From an optimization exercise on the open Yosys and OpenROAD flow, aimed at small area; shortcuts taken in it are not production practice.
Only simulation tests tie the RTL to the original design; equivalence was not proved.
No activity file was given, so power comes from the tool's default toggle rates.

==> tundra <==
==> flow/design.v <==
module spi_avalon_frame_bridge #(
    parameter int NUM_MOTORS     = 4,
    parameter int BYTES_PER_WORD = 4,
    parameter int MAX_WORDS      = 32,
    parameter int ADDR_W         = 16,
    parameter int TIMEOUT        = 255,
    parameter int SYNC_STAGES    = 2
) (
    input  logic              iCLK,
    input  logic              iRESET,
    input  logic              iFRAME_n,
    input  logic              iRX_VALID,
    input  logic [7:0]        iRX_DATA,
    output logic [7:0]        oTX_DATA,
    output logic              oTX_LOAD,
    output logic [ADDR_W-1:0] oAVM_ADDRESS,
    output logic              oAVM_WRITE,
    output logic [31:0]       oAVM_WRITEDATA,
    output logic              oAVM_READ,
    input  logic [31:0]       iAVM_READDATA,
    input  logic              iAVM_WAITREQUEST,
    output logic              oBUSY,
    output logic [3:0]        oSTATUS
);
    localparam logic [2:0] S_IDLE = 3'd0, S_RECEIVE = 3'd1, S_CHECK = 3'd2, S_WRITE = 3'd3,
                           S_WAIT_W = 3'd4, S_READ = 3'd5, S_WAIT_R = 3'd6, S_DONE = 3'd7;
    localparam logic [7:0] RX_LEN = 8'd131;    
    logic [2:0]  state_reg, state_next;
    logic [1:0]  frame_sync_reg;
    logic        frame_prev_reg;
    logic        rx_valid_reg;
    logic [7:0]  cnt_reg;
    logic [7:0]  tx_data_reg;
    logic        tx_load_reg;
    logic [7:0]  row_reg;         
    logic [1:0]  motor_reg;       
    logic [31:0] wdata_reg;
    logic [3:0]  status_reg;
    logic [3:0]  status_out_reg;  
    logic [4:0]  word_reg;
    logic [7:0]  to_cnt_reg;
    logic [1:0]  cmd_reg;
    logic [7:0]  base_reg;
    logic [5:0]  num_reg;
    logic [31:0] tx_word [32];
    logic frame_n_s, frame_start, frame_end, rx_edge;
    assign frame_n_s   = frame_sync_reg[1];
    assign frame_start = frame_prev_reg & ~frame_n_s;
    assign frame_end   = ~frame_prev_reg & frame_n_s;
    assign rx_edge     = iRX_VALID & ~rx_valid_reg;
    logic        len_err, last_word, wait_hi, timed_out, advance, restart, rx_full, busy;
    logic [7:0]  cnt_inc, tx_next;
    logic [5:0]  word_inc;
    logic [31:0] word_wdata;
    assign rx_full   = (cnt_reg == RX_LEN);
    assign cnt_inc   = rx_full ? cnt_reg : cnt_reg + 8'd1;
    assign len_err   = (cnt_reg < 8'd3) || (num_reg == 6'd0) ||
                       (cmd_reg[0] && (cnt_reg < {num_reg, 2'b11}));
    assign word_inc  = {1'b0, word_reg} + 6'd1;
    assign last_word = (word_inc == num_reg);
    assign wait_hi   = iAVM_WAITREQUEST;
    assign timed_out = wait_hi && (to_cnt_reg == 8'd254);
    assign advance   = ((state_reg == S_WAIT_W) || (state_reg == S_WAIT_R)) && !wait_hi;
    assign restart   = (state_reg == S_CHECK) || ((state_reg == S_WAIT_W) && !wait_hi && last_word);
    logic         rx_wr, tx_wr;
    logic [7:0]   rx_hi_n;
    logic [15:0]  rx_lo_n;
    logic [127:0] rx_en;
    logic [2:0]   rx_en_top;    
    logic [3:0]   tx_hi_n, rd_hi_n;
    logic [7:0]   tx_lo_n, rd_lo_n;
    logic [31:0]  tx_en, word_oh;
    assign rx_wr = (state_reg == S_RECEIVE) && rx_edge && !rx_full;
    assign tx_wr = (state_reg == S_WAIT_R) && !wait_hi;
    always_comb begin
        for (int j = 0; j < 8; j++)
            rx_hi_n[j] = ~(iRESET || (rx_wr && !cnt_reg[7] && (cnt_reg[6:4] == 3'(j))));
        for (int k = 0; k < 16; k++)
            rx_lo_n[k] = ~(iRESET || (cnt_reg[3:0] == 4'(k)));
        for (int m = 0; m < 3; m++)
            rx_en_top[m] = iRESET || (rx_wr && cnt_reg[7] && (cnt_reg[6:0] == 7'(m)));
        for (int j = 0; j < 4; j++) begin
            tx_hi_n[j] = ~(iRESET || (tx_wr && (word_reg[4:3] == 2'(j))));
            rd_hi_n[j] = ~(!iRESET && (state_reg == S_WRITE) && (word_reg[4:3] == 2'(j)));
        end
        for (int k = 0; k < 8; k++) begin
            tx_lo_n[k] = ~(iRESET || (word_reg[2:0] == 3'(k)));
            rd_lo_n[k] = ~(word_reg[2:0] == 3'(k));
        end
    end
    for (genvar i = 0; i < 128; i++) begin : g_rxen
        sel_nor2 u (.a(rx_hi_n[i/16]), .b(rx_lo_n[i%16]), .y(rx_en[i]));
    end
    for (genvar i = 0; i < 32; i++) begin : g_txen
        sel_nor2 u_w (.a(tx_hi_n[i/8]), .b(tx_lo_n[i%8]), .y(tx_en[i]));
        sel_nor2 u_r (.a(rd_hi_n[i/8]), .b(rd_lo_n[i%8]), .y(word_oh[i]));
    end
    logic [31:0] rx_slot [33];
    for (genvar b = 0; b < 32; b++) begin : g_wsel
        logic [31:0] col;
        for (genvar k = 0; k < 32; k++) begin : g_col
            if (b < 8) begin : g_l3
                assign col[k] = rx_slot[k][24 + b];
            end else begin : g_l02
                assign col[k] = rx_slot[k+1][b - 8];
            end
        end
        sel32 u_sel (.d(col), .s(word_oh), .y(word_wdata[b]));
    end
    for (genvar b = 0; b < 8; b++) begin : g_tsel
        logic [127:0] col;
        for (genvar i = 0; i < 128; i++) begin : g_col
            assign col[i] = tx_word[i/4][8*(i%4) + b];
        end
        sel128 u_sel (.d(col), .s(rx_en), .y(tx_next[b]));
    end
    always_comb begin
        state_next = state_reg;
        oAVM_WRITE = 1'b0;
        oAVM_READ  = 1'b0;
        busy       = 1'b1;
        case (state_reg)
            S_IDLE: begin
                busy = 1'b0;
                if (frame_start) state_next = S_RECEIVE;
            end
            S_RECEIVE: begin
                busy = 1'b0;
                if (frame_end) state_next = S_CHECK;
            end
            S_CHECK: begin
                if (len_err)         state_next = S_DONE;
                else if (cmd_reg[0]) state_next = S_WRITE;
                else if (cmd_reg[1]) state_next = S_READ;
                else                 state_next = S_DONE;
            end
            S_WRITE: state_next = S_WAIT_W;
            S_WAIT_W: begin
                oAVM_WRITE = 1'b1;
                if (wait_hi) begin
                    if (timed_out) state_next = S_DONE;
                end else if (last_word) begin
                    state_next = cmd_reg[1] ? S_READ : S_DONE;
                end else begin
                    state_next = S_WRITE;
                end
            end
            S_READ: state_next = S_WAIT_R;
            S_WAIT_R: begin
                oAVM_READ = 1'b1;
                if (wait_hi) begin
                    if (timed_out) state_next = S_DONE;
                end else begin
                    state_next = last_word ? S_DONE : S_READ;
                end
            end
            default: state_next = S_IDLE;    
        endcase
    end
    assign oBUSY = busy;
    always_ff @(posedge iCLK) begin
        if (iRESET) begin
            state_reg      <= S_IDLE;
            frame_sync_reg <= 2'b11;
            frame_prev_reg <= 1'b1;
            rx_valid_reg   <= 1'b0;
            cnt_reg        <= '0;
            tx_data_reg    <= '0;
            tx_load_reg    <= 1'b0;
            row_reg        <= '0;
            motor_reg      <= '0;
            status_reg     <= '0;
            status_out_reg <= '0;
            word_reg       <= '0;
            to_cnt_reg     <= '0;
        end else begin
            state_reg      <= state_next;
            frame_sync_reg <= {frame_sync_reg[0], iFRAME_n};
            frame_prev_reg <= frame_n_s;
            rx_valid_reg   <= iRX_VALID;
            tx_load_reg    <= 1'b0;
            if (frame_start && busy && (state_reg != S_DONE))
                status_reg[3] <= 1'b1;
            if (restart)
                word_reg <= '0;
            else if (advance)
                word_reg <= word_inc[4:0];
            case (state_reg)
                S_IDLE: if (frame_start) begin
                    cnt_reg     <= '0;
                    tx_data_reg <= {4'd0, status_out_reg};
                    tx_load_reg <= 1'b1;
                end
                S_RECEIVE: if (rx_edge) begin
                    if (rx_full) status_reg[1] <= 1'b1;
                    cnt_reg     <= cnt_inc;
                    tx_data_reg <= tx_next;
                    tx_load_reg <= 1'b1;
                end
                S_CHECK: if (len_err) status_reg[2] <= 1'b1;
                S_WRITE, S_READ: begin
                    row_reg    <= base_reg + {5'd0, word_reg[4:2]};
                    motor_reg  <= word_reg[1:0];
                    to_cnt_reg <= '0;
                end
                S_WAIT_W, S_WAIT_R: begin
                    if (wait_hi) begin
                        if (timed_out) status_reg[0] <= 1'b1;
                        else           to_cnt_reg <= to_cnt_reg + 8'd1;
                    end
                end
                default: begin   
                    status_out_reg <= status_reg;
                    status_reg     <= {frame_start, 3'b000};
                end
            endcase
        end
    end
    always_ff @(posedge iCLK) begin
        if (iRESET || (state_reg == S_WRITE) || (state_reg == S_READ))
            wdata_reg <= word_wdata;
    end
    always_ff @(posedge iCLK) begin
        if (rx_en[0]) cmd_reg  <= iRESET ? 2'd0 : iRX_DATA[1:0];
        if (rx_en[1]) base_reg <= iRESET ? 8'd0 : iRX_DATA;
        if (rx_en[2])
            num_reg <= (iRESET || (iRX_DATA == 8'd0) || (iRX_DATA > 8'd32)) ? 6'd0 : iRX_DATA[5:0];
    end
    for (genvar gi = 3; gi < 131; gi++) begin : g_rx
        logic we;
        if (gi < 128) begin : g_lo
            assign we = rx_en[gi];
        end else begin : g_hi
            assign we = rx_en_top[gi - 128];
        end
        always_ff @(posedge iCLK) begin
            if (we)
                rx_slot[gi/4][8*(gi%4) +: 8] <= iRESET ? 8'd0 : iRX_DATA;
        end
    end
    for (genvar gi = 0; gi < 32; gi++) begin : g_tx
        always_ff @(posedge iCLK) begin
            if (tx_en[gi])
                tx_word[gi] <= iRESET ? 32'd0 : iAVM_READDATA;
        end
    end
    assign oTX_DATA       = tx_data_reg;
    assign oTX_LOAD       = tx_load_reg;
    assign oAVM_ADDRESS   = {row_reg, 6'd0, motor_reg};
    assign oAVM_WRITEDATA = wdata_reg;
    assign oSTATUS        = status_out_reg;
endmodule
module sel_aoi222 (input logic a0, s0, a1, s1, a2, s2, output logic y);
    assign y = ~((a0 & s0) | (a1 & s1) | (a2 & s2));
endmodule
module sel_nor2 (input logic a, b, output logic y);
    assign y = ~(a | b);
endmodule
module sel_nand2 (input logic a, b, output logic y);
    assign y = ~(a & b);
endmodule
module sel_nand4 (input logic a, b, c, d, output logic y);
    assign y = ~(a & b & c & d);
endmodule
module sel_or4 (input logic a, b, c, d, output logic y);
    assign y = a | b | c | d;
endmodule
module sel_or3 (input logic a, b, c, output logic y);
    assign y = a | b | c;
endmodule
module sel32 (input logic [31:0] d, input logic [31:0] s, output logic y);
    logic [11:0] n;
    logic [2:0]  p;
    for (genvar g = 0; g < 10; g++) begin : g_a
        sel_aoi222 u (.a0(d[3*g]), .s0(s[3*g]), .a1(d[3*g+1]), .s1(s[3*g+1]),
                      .a2(d[3*g+2]), .s2(s[3*g+2]), .y(n[g]));
    end
    sel_nand2 u_a10 (.a(d[30]), .b(s[30]), .y(n[10]));
    sel_nand2 u_a11 (.a(d[31]), .b(s[31]), .y(n[11]));
    for (genvar g = 0; g < 3; g++) begin : g_p
        sel_nand4 u (.a(n[4*g]), .b(n[4*g+1]), .c(n[4*g+2]), .d(n[4*g+3]), .y(p[g]));
    end
    sel_or3 u_y (.a(p[0]), .b(p[1]), .c(p[2]), .y(y));
endmodule
module sel128 (input logic [127:0] d, input logic [127:0] s, output logic y);
    logic [43:0] n;
    logic [10:0] p;
    logic [2:0]  q;
    for (genvar g = 0; g < 42; g++) begin : g_a
        sel_aoi222 u (.a0(d[3*g]), .s0(s[3*g]), .a1(d[3*g+1]), .s1(s[3*g+1]),
                      .a2(d[3*g+2]), .s2(s[3*g+2]), .y(n[g]));
    end
    sel_nand2 u_a42 (.a(d[126]), .b(s[126]), .y(n[42]));
    sel_nand2 u_a43 (.a(d[127]), .b(s[127]), .y(n[43]));
    for (genvar g = 0; g < 11; g++) begin : g_p
        sel_nand4 u (.a(n[4*g]), .b(n[4*g+1]), .c(n[4*g+2]), .d(n[4*g+3]), .y(p[g]));
    end
    sel_or4 u_q0 (.a(p[0]), .b(p[1]), .c(p[2]), .d(p[3]), .y(q[0]));
    sel_or4 u_q1 (.a(p[4]), .b(p[5]), .c(p[6]), .d(p[7]), .y(q[1]));
    sel_or3 u_q2 (.a(p[8]), .b(p[9]), .c(p[10]), .y(q[2]));
    sel_or3 u_y  (.a(q[0]), .b(q[1]), .c(q[2]), .y(y));
endmodule
==> flow/run.sh <==
#!/bin/bash
# synth_recipe.tcl (not shown) runs the flow's synth.tcl, then flattens the netlist and writes it again
# the make line also repeats each setting of config.mk as NAME=value (left out here)
make -C /OpenROAD-flow-scripts/flow DESIGN_CONFIG=/design/flow/config.mk WORK_HOME=/design/flow/orfs CLKGATE_MAP_FILE= SYNTH_SCRIPT=/design/flow/synth_recipe.tcl finish
==> flow/config.mk <==
export PLATFORM = sky130hd
export DESIGN_NAME = spi_avalon_frame_bridge
export DESIGN_NICKNAME = spi_avalon_frame_bridge
export VERILOG_FILES = /design/flow/design.v
export SDC_FILE = /design/flow/constraint.sdc
export NUM_CORES = 4
export LEC_CHECK = 0
export CAP_MARGIN = 20
export CELL_PAD_IN_SITES_DETAIL_PLACEMENT = 0
export CELL_PAD_IN_SITES_GLOBAL_PLACEMENT = 1
export CORE_MARGIN = 2
export CORE_UTILIZATION = 45
export CTS_CLUSTER_DIAMETER = 100
export CTS_CLUSTER_SIZE = 24
export PLACE_DENSITY = 0.55
export SLEW_MARGIN = 20
export SYNTH_HIERARCHICAL = 1
export SYNTH_MINIMUM_KEEP_SIZE = 0
==> flow/constraint.sdc <==
create_clock -name core_clock -period 10.0 [get_ports {iCLK}]
set_input_delay 2.0000 -clock core_clock [delete_from_list [all_inputs] [get_ports {iCLK}]]
set_output_delay 2.0000 -clock core_clock [all_outputs]
set_load 0.01 [all_outputs]
==> pepper: changes against tundra <==
--- a/flow/design.v
+++ b/flow/design.v
@@ -64,10 +64,10 @@
     assign restart   = (state_reg == S_CHECK) || ((state_reg == S_WAIT_W) && !wait_hi && last_word);
     logic         rx_wr, tx_wr;
-    logic [7:0]   rx_hi_n;
-    logic [15:0]  rx_lo_n;
+    logic [7:0]   rx_hi;
+    logic [15:0]  rx_lo;
     logic [127:0] rx_en;
     logic [2:0]   rx_en_top;    
-    logic [3:0]   tx_hi_n, rd_hi_n;
-    logic [7:0]   tx_lo_n, rd_lo_n;
+    logic [3:0]   tx_hi, rd_hi;
+    logic [7:0]   tx_lo, rd_lo;
     logic [31:0]  tx_en, word_oh;
     assign rx_wr = (state_reg == S_RECEIVE) && rx_edge && !rx_full;
@@ -75,24 +75,24 @@
     always_comb begin
         for (int j = 0; j < 8; j++)
-            rx_hi_n[j] = ~(iRESET || (rx_wr && !cnt_reg[7] && (cnt_reg[6:4] == 3'(j))));
+            rx_hi[j] = iRESET || (rx_wr && !cnt_reg[7] && (cnt_reg[6:4] == 3'(j)));
         for (int k = 0; k < 16; k++)
-            rx_lo_n[k] = ~(iRESET || (cnt_reg[3:0] == 4'(k)));
+            rx_lo[k] = iRESET || (cnt_reg[3:0] == 4'(k));
         for (int m = 0; m < 3; m++)
             rx_en_top[m] = iRESET || (rx_wr && cnt_reg[7] && (cnt_reg[6:0] == 7'(m)));
         for (int j = 0; j < 4; j++) begin
-            tx_hi_n[j] = ~(iRESET || (tx_wr && (word_reg[4:3] == 2'(j))));
-            rd_hi_n[j] = ~(!iRESET && (state_reg == S_WRITE) && (word_reg[4:3] == 2'(j)));
+            tx_hi[j] = iRESET || (tx_wr && (word_reg[4:3] == 2'(j)));
+            rd_hi[j] = !iRESET && (state_reg == S_WRITE) && (word_reg[4:3] == 2'(j));
         end
         for (int k = 0; k < 8; k++) begin
-            tx_lo_n[k] = ~(iRESET || (word_reg[2:0] == 3'(k)));
-            rd_lo_n[k] = ~(word_reg[2:0] == 3'(k));
+            tx_lo[k] = iRESET || (word_reg[2:0] == 3'(k));
+            rd_lo[k] = (word_reg[2:0] == 3'(k));
         end
     end
     for (genvar i = 0; i < 128; i++) begin : g_rxen
-        sel_nor2 u (.a(rx_hi_n[i/16]), .b(rx_lo_n[i%16]), .y(rx_en[i]));
+        sel_and2 u (.a(rx_hi[i/16]), .b(rx_lo[i%16]), .y(rx_en[i]));
     end
     for (genvar i = 0; i < 32; i++) begin : g_txen
-        sel_nor2 u_w (.a(tx_hi_n[i/8]), .b(tx_lo_n[i%8]), .y(tx_en[i]));
-        sel_nor2 u_r (.a(rd_hi_n[i/8]), .b(rd_lo_n[i%8]), .y(word_oh[i]));
+        sel_and2 u_w (.a(tx_hi[i/8]), .b(tx_lo[i%8]), .y(tx_en[i]));
+        sel_and2 u_r (.a(rd_hi[i/8]), .b(rd_lo[i%8]), .y(word_oh[i]));
     end
     logic [31:0] rx_slot [33];
@@ -254,6 +254,6 @@
     assign y = ~((a0 & s0) | (a1 & s1) | (a2 & s2));
 endmodule
-module sel_nor2 (input logic a, b, output logic y);
-    assign y = ~(a | b);
+module sel_and2 (input logic a, b, output logic y);
+    assign y = a & b;
 endmodule
 module sel_nand2 (input logic a, b, output logic y);
==> flow/flow/run.sh (new file) <==
#!/bin/bash
set -e
export BUFFER_PORTS_ARGS="-buffer_cell sky130_fd_sc_hd__buf_1"
export CTS_ARGS="-sink_clustering_enable -repair_clock_nets -dont_use_dummy_load -sink_clustering_size 27 -sink_clustering_max_diameter 100"
bash standard.sh > standard.log 2>&1
==> flow/standard.sh (new file) <==
#!/bin/bash
# synth_recipe.tcl (not shown) runs the flow's synth.tcl, then flattens the netlist and writes it again
# the make line also repeats each setting of config.mk as NAME=value (left out here)
make -C /OpenROAD-flow-scripts/flow DESIGN_CONFIG=/design/flow/config.mk WORK_HOME=/design/flow/orfs CLKGATE_MAP_FILE= SYNTH_SCRIPT=/design/flow/synth_recipe.tcl "${@:-finish}"
- CELL_PAD_IN_SITES_DETAIL_PLACEMENT: 0 -> 1
- CTS_CLUSTER_SIZE: 24 -> 27
removed: flow/run.sh
==> garnet: changes against tundra <==
==> flow/flow/run.sh (new file) <==
#!/bin/bash
set -e
export BUFFER_PORTS_ARGS="-buffer_cell sky130_fd_sc_hd__buf_1"
export CTS_ARGS="-sink_clustering_enable -repair_clock_nets -dont_use_dummy_load -sink_clustering_size 24 -sink_clustering_max_diameter 100"
bash standard.sh > standard.log 2>&1
==> flow/standard.sh (new file) <==
#!/bin/bash
# synth_recipe.tcl (not shown) runs the flow's synth.tcl, then flattens the netlist and writes it again
# the make line also repeats each setting of config.mk as NAME=value (left out here)
make -C /OpenROAD-flow-scripts/flow DESIGN_CONFIG=/design/flow/config.mk WORK_HOME=/design/flow/orfs CLKGATE_MAP_FILE= SYNTH_SCRIPT=/design/flow/synth_recipe.tcl "${@:-finish}"
- CELL_PAD_IN_SITES_DETAIL_PLACEMENT: 0 -> 1
removed: flow/run.sh
==> flow_summary.yaml <==
cells_and_area:
  clkbuf_count: 90
  buffers: 266
sta:
  fmax_ghz: 0.1697
  skew_ns: 0.06877
detailed_routing:
  routedLengthMet1_um: 102900
  vias: 42866
  route.met2.wl_um: 122100
  routed.top_layer: "met5"
  drt_iter0_markers: 7972
yosys:
  synth-compound-area-share: 0.09262
  synth_cells: 3779
  synth.area.mux_share: 0.001310
  synth-xor-area-share: 0.002980
worst_setup_path:
  timing.rr.end: "tx_data_reg[5]$_SDFFE_PP0P_"
  cp.depth: 12
  crit_required_ns: 10.68
power:
  vdd_drop_max_v: 0.0001334
  leakagePower_uw: 0.02660
placed_design:
  dp.cells: 6228
outcome:
  outcome: "complete, no violations"
floorplan:
  taps: 2218
the above is filed under pepper

==> flow_summary.yaml <==
outcome:
  outcome: "complete, no violations"
placed_design:
  dp.cells: 6261
cells_and_area:
  buffers: 341
  clkbuf_count: 99
detailed_routing:
  vias: 43053
  route.met2.wl_um: 119900
  drt_iter0_markers: 8271
  routed.top_layer: "met4"
worst_setup_path:
  timing.rr.end: "tx_data_reg[0]$_SDFFE_PP0P_"
  crit_required_ns: 10.65
yosys:
  synth-compound-area-share: 0.09550
  synth.area.mux_share: 0.001188
  synth-xor-area-share: 0.003004
sta:
  fmax_ghz: 0.1707
floorplan:
  taps: 2204
power:
  leakagePower_uw: 0.02634
  vdd_drop_max_v: 0.0001325
the above is filed under garnet

==> flow_summary.yaml <==
sta:
  skew_ns: 0.02655
  fmax_ghz: 0.1812
  setup_violations: 0
  slew_viol_final: 0
detailed_routing:
  vias: 43034
  drt_iter0_markers: 8487
  routed.top_layer: "met5"
  route.met2.wl_um: 115800
cells_and_area:
  buffers: 343
  clkbuf_count: 127
  largest_cell_class: "flip-flops and latches"
placed_design:
  place.gp.congestion: 0.9018
power:
  vdd_drop_max_v: 0.0001350
worst_setup_path:
  cp_top_family: "simple AND/OR/NAND/NOR gates"
  crit_required_ns: 10.61
  timing.rr.end: "tx_data_reg[3]$_SDFFE_PP0P_"
  cp.depth: 12
yosys:
  synth.area.mux_share: 0.001188
  synth_cells: 3756
  synth-xor-area-share: 0.003004
outcome:
  outcome: "complete, no violations"
the above is filed under tundra

## re-timing with driven ports
The results above use ideal ports. As a check the final layouts listed here were re-extracted and re-timed, cells and wires unchanged.
Step 1 assumes that a clkbuf_16 drives the clock port and a buf_2 every other input.
Step 2 also shifts input and output timing later by t, the mid clock arrival at the registers, as if the neighbouring blocks saw the same clock.
Three values: ideal, step 1, step 2; two values: the first two.
run | t (ns) | slack for setup (ns) | worst setup path after step 2 | cell pins on the clock port's net
tundra | 0.835 | 4.482 / 4.503 / 3.668 | input to register | 1
pepper | 0.804 | 4.108 / 4.108 / 3.447 | input to register | 1
garnet | 0.820 | 4.143 / 4.143 / 3.592 | input to register | 1
After both steps setup and hold are still met in every run listed. For tundra, which loses most, drivers alone change the setup slack by +0.021 ns; drivers and shift together by -0.814 ns.
